Source: an optimization exercise on an open RTL-to-GDS flow (aim: a short achievable clock period and few clock cycles per item). Production flows keep margins and buffers that such runs may drop. In this exercise RTL edits were held to simulation tests only and were not proved equivalent to the original.

## pipelineCpu
module pipelineCpu (
	input  logic           CLK,
	input  logic           RST,
	output cpuPkg::wordT   imemAddr,
	input  cpuPkg::wordT   imemData,
	output cpuPkg::wordT   dmemAddr,
	output cpuPkg::wordT   dmemWData,
	output logic           dmemRead,
	output logic           dmemWrite,
	input  cpuPkg::wordT   dmemRData,
	output logic           wbValid,
	output cpuPkg::regIdxT wbReg,
	output cpuPkg::wordT   wbData
);
For scale: ~3200 cells after synthesis, about 100 I/O pins, roughly 25000 sq um of cells after synthesis.
==> flow/config.mk <==
export PLATFORM = sky130hd
export DESIGN_NAME = pipelineCpu
export DESIGN_NICKNAME = pipelineCpu
export VERILOG_FILES = /design/flow/design.v
export SDC_FILE = /design/flow/constraint.sdc
export NUM_CORES = 4
export LEC_CHECK = 0
export CAP_MARGIN = 20
export CORE_MARGIN = 2
export CORE_UTILIZATION = 40
export SETUP_SLACK_MARGIN = 3.5
export SLEW_MARGIN = 20
==> flow/constraint.sdc <==
create_clock -name core_clock -period 6.2 [get_ports {CLK}]
set_input_delay 1.2400 -clock core_clock [delete_from_list [all_inputs] [get_ports {CLK}]]
set_output_delay 1.2400 -clock core_clock [all_outputs]
set_load 0.01 [all_outputs]
standard.sh (not shown) runs the stock make flow with config.mk's settings and CLKGATE_MAP_FILE= SYNTH_SCRIPT=/design/flow/synth_recipe.tcl, a recipe that flattens the netlist after the stock synthesis.
==> flow/flow/run.sh <==
#!/bin/bash
# Standard layout, except that the combinational logic of the standard synthesis is
# mapped again by ABC with a delay-driven script before floorplanning. The standard
# synthesis's registers (cells and instance names) are kept as they are.
set -euo pipefail
W=$(pwd)
F=$W/flow
R=$W/orfs/results/$FLOW_PLATFORM/pipelineCpu/base
LIB=$FLOW_HOME/platforms/$FLOW_PLATFORM/lib/sky130_fd_sc_hd__tt_025C_1v80.lib
YOSYS=$(command -v yosys || true)
if [[ -z "$YOSYS" ]]; then YOSYS=$FLOW_HOME/../tools/install/yosys/bin/yosys; fi

# 1. the standard synthesis
bash standard.sh synth > $W/log_1_synth.txt 2>&1
cp $R/1_2_yosys.v $W/standard_synth.v

# 2. map the combinational logic again; registers stay as instances
SEQ=$(tr '\n' ' ' < $F/seqcells.txt)
DU=$(cat $F/dontuse.txt $F/resyn_avoid.txt | sed "s/^/-dont_use /" | tr "\n" " ")
printf 'set_driving_cell sky130_fd_sc_hd__buf_1\nset_load 5\n' > $W/resyn.constr
cat > $W/resyn.ys <<EOY
read_liberty -ignore_miss_func $LIB
setattr -mod -set keep_hierarchy 1 $SEQ
read_verilog $W/standard_synth.v
hierarchy -top $FLOW_TOP
flatten
opt_clean -purge
abc -script $F/resyn.abc -liberty $LIB $DU -constr $W/resyn.constr
opt_clean -purge
hilomap -singleton -hicell sky130_fd_sc_hd__conb_1 HI -locell sky130_fd_sc_hd__conb_1 LO
insbuf -buf sky130_fd_sc_hd__buf_4 A X
rename -hide w:*.*
opt_clean -purge
select $FLOW_TOP
write_verilog -noattr -nohex -nodec -selected $W/resyn.v
EOY
$YOSYS -l $W/log_2_resynth.txt -q $W/resyn.ys > /dev/null 2>&1

# the registers must be the standard synthesis's, instance for instance
regs() { grep -E '^ *sky130_fd_sc_hd__[a-z0-9_]+ ' "$1" | awk '{print $1, $2}' | grep -F -w -f $F/seqcells.txt | sort; }
if ! diff <(regs $W/standard_synth.v) <(regs $W/resyn.v) > $W/log_regdiff.txt; then
  echo "registers differ after remapping" >&2
  exit 1
fi
cp $W/resyn.v $R/1_2_yosys.v
touch $R/1_2_yosys.v

# 3. the rest of the standard layout
bash standard.sh > $W/log_3_layout.txt 2>&1
test -f $W/out/final.def
Other scripts of this flow, unchanged in this note and not shown: flow/flow/dontuse.txt, flow/flow/resyn.abc, flow/flow/resyn_avoid.txt, flow/flow/seqcells.txt
Testbench counts at the start, summed over its fixed seeds: cycles 10,564, instrs 10,210.
Next try:
SETUP_SLACK_MARGIN = 3.8   (was 3.5)
Effect: The new run finished with timing, DRC and antenna clean; clock-buffer cell count does not change; routed wire length increases by a few percent; global-route usage went up by 0.24 points; utilization climbs by 4.5 points.

---

Another version of the RTL of pipelineCpu (not shown whole).
Size: ~26,000 um^2 of cells after synthesis.
Settings: LEC_CHECK=0, CAP_MARGIN=20, CORE_MARGIN=2, CORE_UTILIZATION=55, PLACE_DENSITY=0.7, SETUP_SLACK_MARGIN=3.8, SLEW_MARGIN=20; clock period 6.2 ns.
==> flow/flow/run.sh <==
#!/bin/bash
# Standard layout, except that the combinational logic of the standard synthesis is
# mapped again by ABC with a delay-driven script before floorplanning. The standard
# synthesis's registers (cells and instance names) are kept as they are.
set -euo pipefail
W=$(pwd)
F=$W/flow
R=$W/orfs/results/$FLOW_PLATFORM/pipelineCpu/base
LIB=$FLOW_HOME/platforms/$FLOW_PLATFORM/lib/sky130_fd_sc_hd__tt_025C_1v80.lib
YOSYS=$(command -v yosys || true)
if [[ -z "$YOSYS" ]]; then YOSYS=$FLOW_HOME/../tools/install/yosys/bin/yosys; fi

# 1. the standard synthesis
bash standard.sh synth > $W/log_1_synth.txt 2>&1
cp $R/1_2_yosys.v $W/standard_synth.v

# 2. map the combinational logic again; registers stay as instances
SEQ=$(tr '\n' ' ' < $F/seqcells.txt)
DU=$(sed 's/^/-dont_use /' $F/dontuse.txt | tr '\n' ' ')
printf 'set_driving_cell sky130_fd_sc_hd__buf_1\nset_load 5\n' > $W/resyn.constr
cat > $W/resyn.ys <<EOY
read_liberty -ignore_miss_func $LIB
setattr -mod -set keep_hierarchy 1 $SEQ
read_verilog $W/standard_synth.v
hierarchy -top $FLOW_TOP
flatten
opt_clean -purge
abc -script $F/resyn.abc -liberty $LIB $DU -constr $W/resyn.constr
opt_clean -purge
hilomap -singleton -hicell sky130_fd_sc_hd__conb_1 HI -locell sky130_fd_sc_hd__conb_1 LO
insbuf -buf sky130_fd_sc_hd__buf_4 A X
rename -hide w:*.*
opt_clean -purge
select $FLOW_TOP
write_verilog -noattr -nohex -nodec -selected $W/resyn.v
EOY
$YOSYS -l $W/log_2_resynth.txt -q $W/resyn.ys > /dev/null 2>&1

# the registers must be the standard synthesis's, instance for instance
regs() { grep -E '^ *sky130_fd_sc_hd__(df|edf|sdf|dl)[a-z0-9_]* ' "$1" | awk '{print $1, $2}' | sort; }
if ! diff <(regs $W/standard_synth.v) <(regs $W/resyn.v) > $W/log_regdiff.txt; then
  echo "registers differ after remapping" >&2
  exit 1
fi
cp $W/resyn.v $R/1_2_yosys.v
touch $R/1_2_yosys.v

# 3. the rest of the standard layout
bash standard.sh > $W/log_3_layout.txt 2>&1
test -f $W/out/final.def
Other scripts of this flow, unchanged in this note and not shown: flow/flow/dontuse.txt, flow/flow/resyn.abc, flow/flow/seqcells.txt
The starting point ran to the end with no violations.
Testbench counts at the start, summed over its fixed seeds: cycles 10,564, instrs 10,210.
Change:
CORE_UTILIZATION = 40   (was 55)
PLACE_DENSITY = unset   (was 0.7)
After rerunning: Critical path depth climbs by 1; wire length drops by a few percent; sequential share of layout area climbs by 0.27 points; maximum frequency climbs by a few percent; non-clock buffer count drops by 45.

[static timing again, ports no longer ideal]
The flow's constraints put no driver on any port. The routed layouts listed below were extracted and timed again, unchanged, in two steps.
Step 1 sets driving cells, clkbuf_16 on the clock port and buf_2 on the other inputs (assumed; they add their load-dependent delay and slew).
Step 2 moves the port delays by t, midway between the first and last clock arrival at a register: inputs arrive t later, outputs are due t later. That takes back most of the time a late clock gives input paths.
a / b / c = no drivers / after step 1 / after step 2; a / b = the first two.
run | t, ns | slack for setup (ns) | hold WS [ns] | pins driven straight from the clock port
the first run of note 1 | 0.674 | 3.454 / 3.441 / 2.798 | 0.324 / 0.324 / 0.324 | 1
the second run of note 1 | 0.683 | 3.478 / 3.480 / 2.819 | 0.327 / 0.327 / 0.327 | 1
the first run of note 2 | 0.677 | 3.275 / 3.275 / 2.645 | 0.325 / 0.325 / 0.325 | 1
the second run of note 2 | 0.689 | 3.379 / 3.379 / 2.789 | 0.316 / 0.316 / 0.316 | 1
After both steps setup and hold are still met in every run listed. For the second run of note 1, which loses most, drivers alone change the setup slack by +0.002 ns; drivers and shift together by -0.659 ns.
